Context: an optimization exercise on an open-source flow, tuned for small area and a short achievable clock period. The choices shown serve that exercise and are no tape-out recipe.
Where RTL was checked, it was by simulation tests only, not by an equivalence proof against the original.
For runs 1 and 2, only the layout was checked, not whether the RTL still works.
Power is estimated from default activity; no workload was simulated.

File: flow/config.mk
export PLATFORM = sky130hd
export DESIGN_NAME = trace_monitor_top
export DESIGN_NICKNAME = trace_monitor_top
export VERILOG_FILES = /design/flow/design.v
export SDC_FILE = /design/flow/constraint.sdc
export NUM_CORES = 4
export LEC_CHECK = 0
export ABC_CLOCK_PERIOD_IN_PS = 1800
export CAP_MARGIN = 20
export CORE_MARGIN = 2
export CORE_UTILIZATION = 60
export CTS_CLUSTER_DIAMETER = 60
export CTS_CLUSTER_SIZE = 30
export SETUP_SLACK_MARGIN = 1.5
export SLEW_MARGIN = 20
File: flow/constraint.sdc
create_clock -name core_clock -period 3.5 [get_ports {clk}]
set_input_delay 0.7000 -clock core_clock [delete_from_list [all_inputs] [get_ports {clk}]]
set_output_delay 0.7000 -clock core_clock [all_outputs]
set_load 0.01 [all_outputs]
File: flow/design.v
`timescale 1ns/1ps
`default_nettype none
package trace_monitor_pkg;
    typedef enum logic [3:0] {
        RANGE_LOWER_EN   = 4'd0,
        RANGE_UPPER_EN   = 4'd1,
        RANGE_LOWER      = 4'd2,
        RANGE_UPPER      = 4'd3,
        TRIGGER_START_EN = 4'd4,
        TRIGGER_END_EN   = 4'd5,
        TRIGGER_START    = 4'd6,
        TRIGGER_END      = 4'd7,
        WFI_STOP         = 4'd8,
        HALT_ON_FULL_EN  = 4'd9,
        FORCED_HALT      = 4'd10
    } ctrl_addr_e;
    typedef struct packed {
        logic [32-1:0]        pc;
        logic [32-1:0] instr;
        logic [32-1:0] delta;
        logic                          last;
    } trace_record_t;
    typedef struct packed {
        logic                   range_lower_en;
        logic                   range_upper_en;
        logic [32-1:0] range_lower;
        logic [32-1:0] range_upper;
        logic                   trigger_start_en;
        logic                   trigger_end_en;
        logic [32-1:0] trigger_start;
        logic [32-1:0] trigger_end;
        logic                   halt_on_full_en;
        logic                   forced_halt;
        logic                   wfi_stop_clear;
    } trace_config_t;
endpackage
`default_nettype wire
`timescale 1ns/1ps
`default_nettype none
module trace_monitor_top (
    input  wire logic                          clk,
    input  wire logic                          rst_n,
    input  wire logic [32-1:0]        pc,
    input  wire logic [32-1:0] instr,
    input  wire logic                          en,
    input  wire logic [3:0]                    ctrl_addr,
    input  wire logic [32-1:0]        ctrl_wdata,
    input  wire logic                          ctrl_write_enable,
    output logic                               tvalid,
    input  wire logic                          tready,
    output logic [(32 + 32 + 32)-1:0]       tdata,
    output logic                               tlast,
    output logic                               halt_cpu
);
    localparam int DEPTH = 8;
    localparam int DW    = (32 + 32 + 32);
    logic w_lo_en, w_hi_en, w_lo, w_hi, w_ts_en, w_te_en, w_ts, w_te;
    logic w_clr, w_hen, w_frc;
    always_comb begin
        w_lo_en = 1'b0; w_hi_en = 1'b0; w_lo = 1'b0; w_hi = 1'b0;
        w_ts_en = 1'b0; w_te_en = 1'b0; w_ts = 1'b0; w_te = 1'b0;
        w_clr = 1'b0; w_hen = 1'b0; w_frc = 1'b0;
        if (ctrl_write_enable) begin
            case (ctrl_addr)
                4'd0:  w_lo_en = 1'b1;
                4'd1:  w_hi_en = 1'b1;
                4'd2:  w_lo    = 1'b1;
                4'd3:  w_hi    = 1'b1;
                4'd4:  w_ts_en = 1'b1;
                4'd5:  w_te_en = 1'b1;
                4'd6:  w_ts    = 1'b1;
                4'd7:  w_te    = 1'b1;
                4'd8:  w_clr   = 1'b1;
                4'd9:  w_hen   = 1'b1;
                4'd10: w_frc   = 1'b1;
                default: ;
            endcase
        end
    end
    logic        lo_en, hi_en, ts_en, te_en, halt_en, forced, clr;
    logic        lo_wr, hi_wr, ts_wr, te_wr;
    logic [31:0] lo, hi, ts, te;
    logic        lo_en_n, hi_en_n, ts_en_n, te_en_n, halt_en_n, forced_n;
    logic        lo_wr_n, hi_wr_n;
    assign lo_en_n   = w_lo_en ? ctrl_wdata[0] : lo_en;
    assign hi_en_n   = w_hi_en ? ctrl_wdata[0] : hi_en;
    assign ts_en_n   = w_ts_en ? ctrl_wdata[0] : ts_en;
    assign te_en_n   = w_te_en ? ctrl_wdata[0] : te_en;
    assign halt_en_n = w_hen   ? ctrl_wdata[0] : halt_en;
    assign forced_n  = w_frc   ? ctrl_wdata[0] : forced;
    assign lo_wr_n   = lo_wr | w_lo;
    assign hi_wr_n   = hi_wr | w_hi;
    always_ff @(posedge clk or negedge rst_n) begin
        if (!rst_n) begin
            lo_en   <= 1'b0;
            hi_en   <= 1'b0;
            ts_en   <= 1'b0;
            te_en   <= 1'b0;
            halt_en <= 1'b1;
            forced  <= 1'b0;
            clr     <= 1'b0;
            lo_wr   <= 1'b0;
            hi_wr   <= 1'b0;
            ts_wr   <= 1'b0;
            te_wr   <= 1'b0;
        end else begin
            lo_en   <= lo_en_n;
            hi_en   <= hi_en_n;
            ts_en   <= ts_en_n;
            te_en   <= te_en_n;
            halt_en <= halt_en_n;
            forced  <= forced_n;
            clr     <= w_clr;
            lo_wr   <= lo_wr_n;
            hi_wr   <= hi_wr_n;
            ts_wr   <= ts_wr | w_ts;
            te_wr   <= te_wr | w_te;
        end
    end
    always_ff @(posedge clk) begin
        if (w_lo) lo <= ctrl_wdata;
        if (w_hi) hi <= ctrl_wdata;
        if (w_ts) ts <= ctrl_wdata;
        if (w_te) te <= ctrl_wdata;
    end
    logic [31:0] s0_pc, s0_instr, s1_pc, s1_instr;
    logic        s0_wfi, s1_wfi;
    always_ff @(posedge clk or negedge rst_n) begin
        if (!rst_n) begin
            s0_pc  <= '0;
            s0_wfi <= 1'b0;
            s1_wfi <= 1'b0;
        end else begin
            s0_pc  <= pc;
            s0_wfi <= (instr == 32'h10500073);
            s1_wfi <= s0_wfi;
        end
    end
    always_ff @(posedge clk) begin
        s0_instr <= instr;
        s1_pc    <= s0_pc;
        s1_instr <= s0_instr;
    end
    logic [4:0] wfi_cnt, wfi_cnt_n;
    logic       sr, er, sr_n, er_n;
    logic       pre_q, wf_q;
    logic       re_n, wf_n, win_n;
    logic       ms, me;
    always_comb begin
        if (!s1_wfi || clr)
            wfi_cnt_n = '0;
        else if (en && (wfi_cnt < 5'd16))
            wfi_cnt_n = wfi_cnt + 5'd1;
        else
            wfi_cnt_n = wfi_cnt;
    end
    assign ms   = ts_en && (ts_wr ? (s0_pc == ts) : (s0_pc == 32'h0));
    assign me   = te_en && (te_wr ? (s0_pc == te) : (s0_pc == 32'hFFFF_FFFF));
    assign sr_n = me ? 1'b0 : (ms ? 1'b1 : sr);
    assign er_n = me ? 1'b1 : (ms ? 1'b0 : er);
    assign re_n    = (s0_pc != pc) && (s0_pc != 32'h0) && !s0_wfi;
    assign wf_n    = s0_wfi && (wfi_cnt_n == 5'd15);
    assign win_n   = (sr_n || !ts_en_n) && (!er_n || !te_en_n);
    logic ge_lo_q, le_hi_q, ge_wd_q, le_wd_q, w_lo_q, w_hi_q;
    logic lo_on_q, hi_on_q, sel_q;
    logic ge_lo, le_hi, in_range;
    always_ff @(posedge clk) begin
        ge_lo_q <= (s0_pc >= lo);
        le_hi_q <= (s0_pc <= hi);
        ge_wd_q <= (s0_pc >= ctrl_wdata);
        le_wd_q <= (s0_pc <= ctrl_wdata);
        w_lo_q  <= w_lo;
        w_hi_q  <= w_hi;
    end
    assign ge_lo    = w_lo_q ? ge_wd_q : ge_lo_q;
    assign le_hi    = w_hi_q ? le_wd_q : le_hi_q;
    assign in_range = (!lo_on_q || ge_lo) && (!hi_on_q || le_hi);
    always_ff @(posedge clk or negedge rst_n) begin
        if (!rst_n) begin
            wfi_cnt <= '0;
            sr      <= 1'b0;
            er      <= 1'b0;
            sel_q   <= 1'b0;
            wf_q    <= 1'b0;
            lo_on_q <= 1'b0;
            hi_on_q <= 1'b0;
        end else begin
            wfi_cnt <= wfi_cnt_n;
            sr      <= sr_n;
            er      <= er_n;
            sel_q   <= (re_n || wf_n) && win_n;
            wf_q    <= wf_n;
            lo_on_q <= lo_en_n && lo_wr_n;
            hi_on_q <= hi_en_n && hi_wr_n;
        end
    end
    assign pre_q = sel_q && in_range;
    logic          full_q, cap_v, load, push;
    logic [31:0]   delta;
    logic [DW:0]   cap;
    assign load = en && pre_q && (!cap_v || !full_q);
    assign push = cap_v && !full_q;
    always_ff @(posedge clk or negedge rst_n) begin
        if (!rst_n) begin
            delta <= '0;
            cap_v <= 1'b0;
        end else begin
            if (load)
                delta <= 32'd1;
            else if (delta != 32'hFFFF_FFFF)
                delta <= delta + 32'd1;
            if (load)
                cap_v <= 1'b1;
            else if (!full_q)
                cap_v <= 1'b0;
        end
    end
    always_ff @(posedge clk) begin
        if (load)
            cap <= {s1_instr, s1_pc, delta, wf_q};
    end
    logic [DEPTH-1:0][DW:0]   mem;
    logic [DEPTH-1:0]         wr_oh, rd_oh;
    logic [3:0]               count, count_n;
    logic                     ne_q, pop, take_rdy;
    assign take_rdy = !tvalid || tready;
    assign pop      = ne_q && take_rdy;
    always_comb begin
        count_n = count;
        if (push && !pop)
            count_n = count + 4'd1;
        else if (!push && pop)
            count_n = count - 4'd1;
    end
    always_ff @(posedge clk or negedge rst_n) begin
        if (!rst_n) begin
            wr_oh    <= DEPTH'(1);
            rd_oh    <= DEPTH'(1);
            count    <= '0;
            full_q   <= 1'b0;
            ne_q     <= 1'b0;
            halt_cpu <= 1'b0;
            tvalid   <= 1'b0;
        end else begin
            if (push)
                wr_oh <= {wr_oh[DEPTH-2:0], wr_oh[DEPTH-1]};
            if (pop)
                rd_oh <= {rd_oh[DEPTH-2:0], rd_oh[DEPTH-1]};
            count    <= count_n;
            full_q   <= (count_n == 4'(DEPTH));
            ne_q     <= (count_n != 4'd0);
            halt_cpu <= (halt_en_n && (count_n == 4'(DEPTH))) || forced_n;
            if (take_rdy)
                tvalid <= ne_q;
        end
    end
    always_ff @(posedge clk) begin
        for (int i = 0; i < DEPTH; i++) begin
            if (push && wr_oh[i])
                mem[i] <= cap;
        end
    end
    logic [DW:0]   out_q, out_d, head;
    always_comb begin
        head = '0;
        for (int i = 0; i < DEPTH; i++)
            head = head | ({(DW+1){rd_oh[i]}} & mem[i]);
    end
    assign out_d = ({(DW+1){pop}} & head) | ({(DW+1){!pop}} & out_q);
    always_ff @(posedge clk) begin
        out_q <= out_d;
    end
    assign tdata = out_q[DW:1];
    assign tlast = out_q[0];
endmodule
`default_nettype wire
File: flow/run.sh
#!/bin/bash
# synth_recipe.tcl (not shown) runs the flow's synth.tcl, then flattens the netlist and writes it again
# the make line also repeats each setting of config.mk as NAME=value (left out here)
make -C /OpenROAD-flow-scripts/flow DESIGN_CONFIG=/design/flow/config.mk WORK_HOME=/design/flow/orfs CLKGATE_MAP_FILE= SYNTH_SCRIPT=/design/flow/synth_recipe.tcl finish
==> results.py, run 1 <==
metrics = {
    "cells_and_area": {
        "area_growth_pct": 16.6,
        "filler_cell_count": 5185,
        "insertedDiodeCount": 0,
        "drive_gt1_share_pct": 16.8,
        "mostFrequentLayoutCells": "edfxtp_1, a22oi_1, nand4_1",
        "fin_cells": 4190,
        "final_common_cell": "edfxtp_1",
        "fin_nets": 3281,
    },
    "sta": {
        "setup_tns_ns": 0,
        "rsz0062_at_grt": "yes",
        "fmax_ghz": 0.442,
        "clock_skew_ns": 0.0436,
        "drv_slew": 0,
        "setup_violations": 0,
        "min_period_ns": 2.26,
        "fin_hold_ws_ns": 0.123,
        "hold_viol": 0,
        "tightest_slew_ns": 0.940,
        "max-slew-margin-rel_pct": 37.4,
        "finalCritPeriodShare_pct": 64.6,
    },
    "drt": {
        "dr_total_vias": 26600,
        "route.detailed.drc": 0,
        "ant_nets": 0,
        "dr.pass1.iters": 7,
        "viasPerCell": 6.35,
        "first_iter_violations": 2602,
        "drt-wirelength-per-cell_um": 28.6,
        "wirelength_mm": 120,
    },
    "grt": {
        "first_global_vias": 26900,
        "grt.total_usage_pct": 29.3,
        "overflow": 0,
        "grt_max_degree": 68,
        "grt_pass1_wl_mm": 175,
        "antenna_found_initial": 2,
    },
    "clock_tree": {
        "root_buffer": "clkbuf_16",
        "cts_buffers": 79,
        "cts.clk_slew.worst_paths_ns": 0.09,
        "clock_sinks": 1313,
        "ctsLongestPathBuffers": 3,
        "clock_latency_ns": 0.66,
        "cts_tree": "built",
        "cts_hold_buf": 0,
        "cts_htree_levels": 3,
    },
    "logic_synthesis": {
        "syn-instance-count": 2739,
        "yosys_warnings": 1,
        "synth.yosys.seq_area_share_pct": 79.8,
        "synth_area_mm2": 0.0474,
        "synth_cell_type_count": 67,
        "syn-num-nets": 2944,
        "synth-edff-count": 1098,
        "synth_flop_cell": "edfxtp_1",
        "syn_avg_cell_area_um2": 17.3,
        "async_reset_ff_share_pct": 8.61,
        "ys_seq_elements": 1313,
    },
    "placement": {
        "placed_cells": 3961,
        "gp_congestion": 0.939,
        "dpl.hpwl_mm": 67.3,
        "portBuffers": 203,
    },
    "floorplanning": {
        "die_w_um": 285,
        "core_mm2": 0.0786,
        "initial_utilization_pct": 60.3,
        "fp.dieH_um": 285,
        "die_area_mm2": 0.0813,
        "ios": 204,
        "std_cell_rows": 103,
    },
    "status": {
        "outcome": "timing/DRC/antenna clean",
    },
    "setup_path": {
        "crit_required_ns": 4.02,
        "cp_max_fo": 4,
        "end_kind": "flop",
        "cp.arrival_ns": 2.78,
        "worstSetupPathType": "reg2reg",
        "critPathLaunch": "s0_pc[26]",
        "timing.rr.start": "s0_pc[26]",
        "start_kind": "flop",
    },
    "pwr": {
        "p_leak_nw": 19.2,
        "p_total_mw": 30.5,
        "ir_drop_mv": 0.364,
        "p_per_area_mw_per_mm2": 551,
    },
    "worst_hold_path": {
        "worst_hold_path_type": "in2async",
    },
    "job": {
        "drv_cap": 0,
    },
}
## per-layer routing
metal | track usage (%) | wire length [um]
met1 | 39.6 | 46500
met2 | 49.3 | 59900
met3 | 4.03 | 9090
met4 | 10.3 | 4500
met5 | 0 | 0
## metrics by stage
stage          setup slack, ns  utilization, %  area (um^2)
2_1_floorplan            0.725               -        47600
3_3_place_gp             0.398            65.4        51500
3_5_place_dp             0.417            65.4        51500
4_1_cts                   1.22            69.5        54600
5_1_grt                   1.18            70.4        55300
6_report                  1.24            70.4        55300
## critical path, cell delays in order (launching register included)
cell	delay [ns]
dfrtp_2	0.48
buf_12	0.16
ha_1	0.28
nand2_1	0.10
nor2_1	0.07
a2111oi_2	0.21
o21ai_1	0.12
o221a_2	0.32
or3b_4	0.40
## cell type report
| type | count | area, um^2 | share of cell area [%] |
|---|---|---|---|
| flip-flops and latches | 1313 | 37900 | 68.5 |
| multi-input cells | 1198 | 9310 | 16.8 |
| repair buffers | 360 | 3440 | 6.21 |
| clock buffers | 87 | 2060 | 3.72 |
| well taps | 1050 | 1310 | 2.37 |
| clock inverters | 58 | 826 | 1.49 |
| inverters | 124 | 477 | 0.862 |
## timing repair
| action | CTS | global route |
|---|---|---|
| pin swaps | 24 | 22 |
| gates resized for setup | 440 | 81 |
| gates cloned | 4 | 6 |
| setup buffers | 37 | 37 |
| setup endpoints to repair | 485 | 588 |
## worst paths after layout
path,cells after the start,to,slack (ns)
min in group core_clock,0,s1_instr[11],0.33
max reg2reg,8,ge_wd_q,1.24
max in group asynchronous,2,s0_pc[21],2.50
min,1,tvalid,0.12
min reg2reg,0,s1_instr[11],0.33
max,8,ge_wd_q,1.24
## cells in the mapped netlist, drive strengths merged, types with 53 or more instances
master | instances | area share, %
dfrtp | 110 | 5.8
xnor2 | 86 | 1.6
inv | 124 | 0.98
dfxtp | 102 | 4.3
clkbuf | 96 | 0.76
ha | 100 | 2.6
nand2 | 58 | 0.46
nand4 | 140 | 1.8
edfxtp | 1098 | 70
nor2 | 69 | 0.55
a21oi | 53 | 0.56
a22oi | 389 | 6.2
## flip-flops by register name, indices dropped and copies added, names as in the netlist, 4 cells and up, named ones only
signal	count
mem	776
ts	32
s1_pc	32
s1_instr	32
s0_instr	32
cap	97
te	32
delta	32
s0_pc	32
wr_oh	8
wfi_cnt	5
lo	32
count	4
rd_oh	8
hi	32
## power breakdown
group          internal [mW]  total [mW]  switching (mW)
combinational          0.728        1.77            1.04
sequential              17.6        18.2           0.510
clock                   4.81        10.5            5.74
total                   23.2        30.5            7.28
## cell families after synthesis
| logic type | Yosys count | synth area share, % |
|---|---|---|
| AO/OA/AOI/OAI | 546 | 8.29 |
| XOR/XNOR | 106 | 1.96 |
| adder cells (fa/ha/maj) | 100 | 2.64 |
| buffers and inverters | 234 | 1.86 |
| flip-flops | 1313 | 79.8 |
| multiplexers | 18 | 0.412 |
| AND/OR/NAND/NOR | 422 | 5.05 |
==> run 2, diff against run 1 <==
--- a/flow/config.mk
+++ b/flow/config.mk
@@ -10,6 +10,6 @@
 export CORE_MARGIN = 2
 export CORE_UTILIZATION = 60
-export CTS_CLUSTER_DIAMETER = 60
-export CTS_CLUSTER_SIZE = 30
+export CTS_CLUSTER_DIAMETER = 45
+export CTS_CLUSTER_SIZE = 40
 export SETUP_SLACK_MARGIN = 1.5
 export SLEW_MARGIN = 20
==> results.py, run 2 <==
metrics = {
    "sta": {
        "max-slew-margin-rel_pct": 38.9,
        "tightest_slew_ns": 0.917,
        "fin_hold_ws_ns": 0.0566,
        "fmax_ghz": 0.454,
        "drv_slew": 0,
        "setup_violations": 0,
        "finalCritPeriodShare_pct": 62.9,
        "rsz0062_at_grt": "yes",
        "setup_tns_ns": 0,
        "clock_skew_ns": 0.0349,
        "hold_viol": 0,
        "min_period_ns": 2.20,
    },
    "setup_path": {
        "cp_slowest_stage_delay_ns": 0.49,
        "cp_max_fo": 5,
        "critPathTopFamily": "compound AO/OA/AOI/OAI gates",
        "reg2reg_slack_ns": 1.30,
        "end_kind": "flop",
        "cp_cell_sequence": "buf_6 -> buf_4 -> xnor2_2 -> nand4_1 -> nor4_2 -> a31oi_2 -> a2bb2oi_1 -> o21a_1",
        "start_kind": "flop",
        "cp.arrival_ns": 2.88,
        "crit_required_ns": 4.18,
        "r2r_end": "sel_q",
        "crit_buf_inv": 2,
        "crit_path_top_delay_cell": "dfrtp_2",
        "worstSetupPathType": "reg2reg",
        "timing.rr.start": "s0_pc[26]",
        "r2r_cells": 8,
    },
    "floorplanning": {
        "core_mm2": 0.0786,
        "die_area_mm2": 0.0813,
        "die_w_um": 285,
        "initial_utilization_pct": 60.3,
        "std_cell_rows": 103,
        "fp.dieH_um": 285,
        "ios": 204,
    },
    "logic_synthesis": {
        "synth_top_area_cell": "edfxtp_1",
        "synth_flop_cell": "edfxtp_1",
        "yosys_warnings": 1,
        "synthMostInstantiatedCell": "edfxtp_1",
        "synth_cell_type_count": 67,
        "synthTopCellsByCount": "edfxtp_1, a22oi_1, nand4_1",
        "async_reset_ff_share_pct": 8.61,
        "synth_area_mm2": 0.0474,
        "syn-instance-count": 2739,
        "yosys-top-cells-area": "edfxtp_1, a22oi_1, dfrtp_1, dfxtp_1, ha_1",
        "syn_avg_cell_area_um2": 17.3,
        "synth.yosys.seq_area_share_pct": 79.8,
        "syn-num-nets": 2944,
        "synth_top_area_share_pct": 69.5,
        "ys_seq_elements": 1313,
        "synth-edff-count": 1098,
    },
    "grt": {
        "overflow": 0,
        "grt_max_degree": 68,
        "first_global_vias": 27700,
        "antenna_found_initial": 1,
        "grt.total_usage_pct": 29.7,
        "grt_pass1_wl_mm": 177,
    },
    "drt": {
        "dr.pass1.iters": 8,
        "dr_total_vias": 27100,
        "ant_nets": 0,
        "wirelength_mm": 122,
        "first_iter_violations": 2631,
        "route.detailed.drc": 0,
        "viasPerCell": 6.28,
        "drt-wirelength-per-cell_um": 28.3,
    },
    "clock_tree": {
        "cts_hold_buf": 0,
        "clock_latency_ns": 0.73,
        "clock_sinks": 1313,
        "root_buffer": "clkbuf_16",
        "ctsLongestPathBuffers": 3,
        "cts_buffers": 138,
        "cts.clk_slew.worst_paths_ns": 0.06,
        "cts_htree_levels": 4,
        "cts_tree": "built",
    },
    "placement": {
        "gp_congestion": 0.939,
        "portBuffers": 203,
        "dpl.hpwl_mm": 67.3,
    },
    "cells_and_area": {
        "area_growth_pct": 21.0,
        "mostFrequentLayoutCells": "edfxtp_1, a22oi_1, clkbuf_16",
        "fin_nets": 3350,
        "drive_gt1_share_pct": 20.0,
        "reg_top3": "mem: 776 flops, cap: 97 flops",
        "insertedDiodeCount": 0,
        "filler_cell_count": 4972,
        "final_common_cell": "edfxtp_1",
        "regMostFlops": "mem",
        "largest_reg_flops": 776,
    },
    "pwr": {
        "ir_drop_mv": 0.487,
        "p_per_area_mw_per_mm2": 613,
        "p_leak_nw": 20.2,
    },
    "worst_hold_path": {
        "worst_hold_path_type": "in2async",
    },
    "job": {
        "drv_cap": 0,
    },
    "status": {
        "outcome": "timing/DRC/antenna clean",
    },
}
[run 2: layer usage]
metal  routed length, um  vias to the layer above  global-route usage, %
met3                9260                      248                   4.66
met5                   0                        -                      0
li1                    -                    11700                      -
met4                4680                        0                   12.0
met2               60600                     1284                   49.7
met1               47400                    13800                   39.5
[run 2: kinds of logic after synthesis]
| kind of cell | share of synthesized area [%] |
|---|---|
| DFF | 79.8 |
| adders and majority gates | 2.64 |
| xor gates and xnor gates | 1.96 |
| buffers and inverters | 1.86 |
| and+or+nand+nor | 5.05 |
| muxes | 0.412 |
| AOI/OAI and AO/OA | 8.29 |
[run 2: worst max path at each step]
stage / start / endpoint / slack, ns / depth (start not counted)
after floorplan: tready / flop / 0.73 / 3
after global placement: ctrl_wdata[25] / ge_wd_q / 0.40 / 9
after detailed placement: ctrl_wdata[25] / ge_wd_q / 0.42 / 9
after CTS: s0_pc[8] / sel_q / 1.23 / 6
after global routing: s0_pc[8] / sel_q / 1.27 / 6
final: s0_pc[26] / sel_q / 1.30 / 8
[run 2: cell type report]
type	count	area (um^2)	share of cell area, %
Sequential cell	1313	37900	66.0
Multi-Input combinational cell	1198	9350	16.3
Clock buffer	164	3770	6.57
Timing Repair Buffer	370	3440	6.00
Tap cell	1050	1310	2.29
Clock inverter	94	1130	1.97
Inverter	124	477	0.831
[run 2: worst reg2reg max path: stages, from the launching register on]
cell,delay [ns]
dfrtp_2,0.49
buf_6,0.16
buf_4,0.15
xnor2_2,0.27
nand4_1,0.14
nor4_2,0.34
a31oi_2,0.25
a2bb2oi_1,0.22
o21a_1,0.14
[run 2: repair_timing]
item,in CTS,in global routing
endpoints found under the setup margin,527,499
hold endpoints to repair,0,0
gates resized for setup,484,78
pin swaps,23,26
cloned,4,6
buffers inserted,41,43
[run 2: stage by stage]
step                      worst slack (ns)  cell area [um^2]  total power, mW  util (%)  instances
final                                 1.30             57400             35.2      73.0       4313
after global routing                  1.27             57400             36.2      73.0       4313
after CTS                             1.23             56600             35.3      71.9       4264
after detailed placement             0.417             51500             20.2      65.4       3961
after global placement               0.398             51500             20.1      65.4       3961
after floorplan                      0.725             47600             19.1         -       2739
[run 2: power breakdown]
| part | switching, mW | internal (mW) | total, mW |
|---|---|---|---|
| registers | 0.506 | 17.7 | 18.2 |
| logic | 1.04 | 0.716 | 1.76 |
| clock network | 6.54 | 8.70 | 15.2 |
==> run 3, diff against run 2 <==
--- a/flow/design.v
+++ b/flow/design.v
@@ -54,5 +54,5 @@
 );
     localparam int DEPTH = 8;
-    localparam int DW    = (32 + 32 + 32);
+    localparam int RW    = (32 + 32 + 32) + 1;
     logic w_lo_en, w_hi_en, w_lo, w_hi, w_ts_en, w_te_en, w_ts, w_te;
     logic w_clr, w_hen, w_frc;
@@ -145,5 +145,5 @@
     logic       sr, er, sr_n, er_n;
     logic       pre_q, wf_q;
-    logic       re_n, wf_n, win_n;
+    logic       re_n, wf_n, ge_lo_n, le_hi_n, inr_n, win_n;
     logic       ms, me;
     always_comb begin
@@ -161,19 +161,9 @@
     assign re_n    = (s0_pc != pc) && (s0_pc != 32'h0) && !s0_wfi;
     assign wf_n    = s0_wfi && (wfi_cnt_n == 5'd15);
+    assign ge_lo_n = w_lo ? (s0_pc >= ctrl_wdata) : (s0_pc >= lo);
+    assign le_hi_n = w_hi ? (s0_pc <= ctrl_wdata) : (s0_pc <= hi);
+    assign inr_n   = (!(lo_en_n && lo_wr_n) || ge_lo_n) &&
+                     (!(hi_en_n && hi_wr_n) || le_hi_n);
     assign win_n   = (sr_n || !ts_en_n) && (!er_n || !te_en_n);
-    logic ge_lo_q, le_hi_q, ge_wd_q, le_wd_q, w_lo_q, w_hi_q;
-    logic lo_on_q, hi_on_q, sel_q;
-    logic ge_lo, le_hi, in_range;
-    always_ff @(posedge clk) begin
-        ge_lo_q <= (s0_pc >= lo);
-        le_hi_q <= (s0_pc <= hi);
-        ge_wd_q <= (s0_pc >= ctrl_wdata);
-        le_wd_q <= (s0_pc <= ctrl_wdata);
-        w_lo_q  <= w_lo;
-        w_hi_q  <= w_hi;
-    end
-    assign ge_lo    = w_lo_q ? ge_wd_q : ge_lo_q;
-    assign le_hi    = w_hi_q ? le_wd_q : le_hi_q;
-    assign in_range = (!lo_on_q || ge_lo) && (!hi_on_q || le_hi);
     always_ff @(posedge clk or negedge rst_n) begin
         if (!rst_n) begin
@@ -181,22 +171,17 @@
             sr      <= 1'b0;
             er      <= 1'b0;
-            sel_q   <= 1'b0;
+            pre_q   <= 1'b0;
             wf_q    <= 1'b0;
-            lo_on_q <= 1'b0;
-            hi_on_q <= 1'b0;
         end else begin
             wfi_cnt <= wfi_cnt_n;
             sr      <= sr_n;
             er      <= er_n;
-            sel_q   <= (re_n || wf_n) && win_n;
+            pre_q   <= (re_n || wf_n) && inr_n && win_n;
             wf_q    <= wf_n;
-            lo_on_q <= lo_en_n && lo_wr_n;
-            hi_on_q <= hi_en_n && hi_wr_n;
-        end
-    end
-    assign pre_q = sel_q && in_range;
+        end
+    end
     logic          full_q, cap_v, load, push;
     logic [31:0]   delta;
-    logic [DW:0]   cap;
+    logic [RW-1:0] cap;
     assign load = en && pre_q && (!cap_v || !full_q);
     assign push = cap_v && !full_q;
@@ -220,8 +205,9 @@
             cap <= {s1_instr, s1_pc, delta, wf_q};
     end
-    logic [DEPTH-1:0][DW:0]   mem;
+    logic [DEPTH-1:0][RW-1:0] mem;
     logic [DEPTH-1:0]         wr_oh, rd_oh;
     logic [3:0]               count, count_n;
     logic                     ne_q, pop, take_rdy;
+    logic [RW-1:0]            rd_data;
     assign take_rdy = !tvalid || tready;
     assign pop      = ne_q && take_rdy;
@@ -261,15 +247,15 @@
         end
     end
-    logic [DW:0]   out_q, out_d, head;
-    always_comb begin
-        head = '0;
+    always_comb begin
+        rd_data = '0;
         for (int i = 0; i < DEPTH; i++)
-            head = head | ({(DW+1){rd_oh[i]}} & mem[i]);
-    end
-    assign out_d = ({(DW+1){pop}} & head) | ({(DW+1){!pop}} & out_q);
-    always_ff @(posedge clk) begin
-        out_q <= out_d;
-    end
-    assign tdata = out_q[DW:1];
+            rd_data = rd_data | ({RW{rd_oh[i]}} & mem[i]);
+    end
+    logic [RW-1:0] out_q;
+    always_ff @(posedge clk) begin
+        if (pop)
+            out_q <= rd_data;
+    end
+    assign tdata = out_q[RW-1:1];
     assign tlast = out_q[0];
 endmodule
==> flow/config.mk (replaced) <==
export PLATFORM = sky130hd
export DESIGN_NAME = trace_monitor_top
export DESIGN_NICKNAME = trace_monitor_top
export VERILOG_FILES = /design/flow/design.v
export SDC_FILE = /design/flow/constraint.sdc
export NUM_CORES = 4
export LEC_CHECK = 0
export CAP_MARGIN = 20
export CORE_MARGIN = 2
export CORE_UTILIZATION = 40
export SLEW_MARGIN = 20
==> results.py, run 3 <==
metrics = {
    "grt": {
        "grt.total_usage_pct": 19.8,
        "antenna_found_initial": 7,
        "grt_pass1_wl_mm": 175,
        "first_global_vias": 26500,
        "overflow": 0,
        "grt_max_degree": 112,
        "use_met2_pct": 33.0,
        "busiest_layer": "met2",
        "grt_util_met1_pct": 26.1,
        "use_met3_pct": 3.63,
    },
    "status": {
        "outcome": "timing/DRC/antenna clean",
    },
    "logic_synthesis": {
        "synth.yosys.seq_area_share_pct": 79.8,
        "synth_top_area_share_pct": 69.8,
        "ys_seq_elements": 1305,
        "yosys_warnings": 1,
        "synth-edff-count": 1098,
        "synth_flop_cell": "edfxtp_1",
        "syn-instance-count": 2732,
        "synth_area_mm2": 0.0472,
        "syn_avg_cell_area_um2": 17.3,
        "synth_cell_type_count": 71,
        "async_reset_ff_share_pct": 8.51,
        "synthMostInstantiatedCell": "edfxtp_1",
        "syn-num-nets": 2937,
        "synth_top_area_cell": "edfxtp_1",
        "yosys-top-cells-area": "edfxtp_1, a22oi_1, dfrtp_1, dfxtp_1, ha_1",
        "synthTopCellsByCount": "edfxtp_1, a22oi_1, nand4_1",
    },
    "placement": {
        "portBuffers": 203,
        "dpl-instance-area_mm2": 0.0516,
        "post-place-ws_ns": 0.128,
        "gp_congestion": 0.921,
        "dpl.hpwl_mm": 71.1,
    },
    "drt": {
        "ant_nets": 0,
        "dr.pass1.iters": 8,
        "wirelength_mm": 121,
        "viasPerCell": 5.57,
        "first_iter_violations": 2164,
        "dr_total_vias": 26100,
        "drt-wirelength-per-cell_um": 25.8,
        "route.detailed.drc": 0,
    },
    "sta": {
        "max-slew-margin-rel_pct": 34.3,
        "setup_slack_ns": 0.666,
        "setup_violations": 0,
        "clock_skew_ns": 0.0367,
        "fmax_ghz": 0.353,
        "min_period_ns": 2.83,
        "rsz0062_at_grt": "no",
        "hold_viol": 0,
        "setup_tns_ns": 0,
        "tightest_slew_ns": 0.986,
        "finalCritPeriodShare_pct": 81.0,
        "drv_slew": 0,
    },
    "floorplanning": {
        "die_w_um": 348,
        "die_area_mm2": 0.121,
        "fp.dieH_um": 348,
        "std_cell_rows": 126,
        "ios": 204,
        "initial_utilization_pct": 40.1,
        "core_mm2": 0.118,
    },
    "clock_tree": {
        "cts_resized": 0,
        "post_cts_buffers": 0,
        "root_buffer": "clkbuf_16",
        "cts.clk_slew.worst_paths_ns": 0.06,
        "clock_sinks": 1305,
        "ctsLongestPathBuffers": 3,
        "clock_latency_ns": 0.74,
        "cts_tree": "built",
        "cts_htree_levels": 4,
        "cts_buffers": 135,
        "cts_hold_buf": 0,
    },
    "cells_and_area": {
        "area_growth_pct": 19.0,
        "final_common_cell": "edfxtp_1",
        "fin_nets": 3232,
        "regMostFlops": "mem",
        "reg_top3": "mem: 776 flops, cap: 97 flops, out_q: 97 flops",
        "drive_gt1_share_pct": 9.97,
        "final_area_mm2": 0.0562,
        "largest_reg_flops": 776,
        "mostFrequentLayoutCells": "edfxtp_1, a22oi_1, clkdlybuf4s50_1",
    },
    "setup_path": {
        "end_kind": "flop",
        "crit_required_ns": 4.13,
        "worstSetupPathType": "reg2reg",
        "cp_max_fo": 8,
        "cp.arrival_ns": 3.46,
        "start_kind": "flop",
    },
    "worst_hold_path": {
        "worst_hold_path_type": "in2async",
    },
    "job": {
        "drv_cap": 0,
    },
    "pwr": {
        "ir_drop_mv": 0.370,
        "p_per_area_mw_per_mm2": 603,
        "p_leak_nw": 19.1,
    },
}
[run 3: cell types whose count changed in the layout (fill, tap and decap cells not counted), moves of 20 or more]
cell	delta
buf_2	-95
buf_4	-72
clkdlybuf4s50_1	+115
dfrtp_1	+20
dfrtp_2	-21
nand2_1	+35
[run 3: cell families after synthesis]
family / share of synthesized area (%)
compound gates: 8.12
xor+xnor: 1.98
fa+ha+maj: 2.65
buf+inv: 1.92
flops: 79.8
mux: 0.371
simple gates: 5.16
[run 3: metrics by stage]
step / cells / util, % / power, mW / hold WS [ns]
after floorplan: 2732 / - / 18.9 / 0.310
after global placement: 4426 / 43.9 / 19.9 / 0.311
after detailed placement: 4426 / 43.9 / 20.0 / 0.314
after CTS: 4674 / 47.8 / 34.2 / 0.0242
after global routing: 4675 / 47.8 / 35.0 / 0.0691
final: 4678 / 47.8 / 33.9 / 0.0426
[run 3: report_power, final]
group,internal [mW],leakage (nW),switching (mW)
sequential,17.6,12.3,0.535
clock,8.22,2.18,6.02
combinational,0.690,4.62,0.838
[run 3: area by class of cell]
cell class                      instances  area (um^2)
Antenna cell                            4         10.0
Clock buffer                          178         3730
Clock inverter                         70          782
Fill cell                            9751        61400
Inverter                              118          448
Multi-Input combinational cell       1195         8660
Sequential cell                      1305        37700
Tap cell                             1536         1920
Timing Repair Buffer                  272         2910
[run 3: worst paths after layout]
path | start | end | slack, ns | cells past startpoint
hold / removal | rst_n | s0_pc[5] | 0.04 | 2
setup reg to reg | s0_pc[0] | pre_q | 0.67 | 10
setup / recovery | s0_pc[0] | pre_q | 0.67 | 10
min in group core_clock | s0_instr[7] | s1_instr[7] | 0.32 | 0
hold reg to reg | s0_instr[7] | s1_instr[7] | 0.32 | 0
max in group asynchronous | rst_n | rd_oh[3] | 2.86 | 2
[run 3: metal layers]
layer	wire length, um	vias up	part of all wire [%]
met5	13	-	0.011
met4	3300	2	2.7
met3	8240	202	6.8
met2	59300	992	49
met1	49800	13500	41
li1	-	11400	-
[run 3: critical path: stages (launching register included)]
cell       delay, ns
dfrtp_1         0.61
inv_1           0.23
ha_1            0.32
nand2b_1        0.09
a2111oi_0       0.10
nor4_1          0.38
o21ai_0         0.14
a31oi_1         0.19
buf_4           0.17
o221ai_1        0.13
a2111oi_2       0.34

[static timing again, ports no longer ideal]
No port has a modelled driver above. Below, the same layouts with a new extraction and two added sets of constraints. Step 1 (the two cells are an assumption about what drives the block):
set clk [get_ports {clk}]
set_driving_cell -lib_cell sky130_fd_sc_hd__clkbuf_16 $clk
set_driving_cell -lib_cell sky130_fd_sc_hd__buf_2 [delete_from_list [all_inputs] $clk]
Step 2 times the ports against the registers' clock, not the clock port: input delays grow and output delays shrink by t, the midpoint of the rising clock arrivals with the driver on. a / b / c = ideal ports / drivers / drivers and shift; a / b = the first two.
run | t (ns) | setup slack, ns | worst setup path at the end | latest minus earliest clock arrival (ns) | worst slew at a driven data input, ns
run 1 | 0.709 | 1.239 / 1.239 / 0.659 | input to register | 0.044 / 0.044 | 0.05
run 2 | 0.790 | 1.297 / 1.297 / 0.618 | input to register | 0.041 / 0.040 | 0.05
run 3 | 0.802 | 0.666 / 0.666 / 0.166 | input to register | 0.051 / 0.051 | 0.11
After both steps setup and hold are still met in every run listed. The setup slack of run 2, which loses most, moves by 0.000 ns with the drivers and by -0.679 ns with both steps.
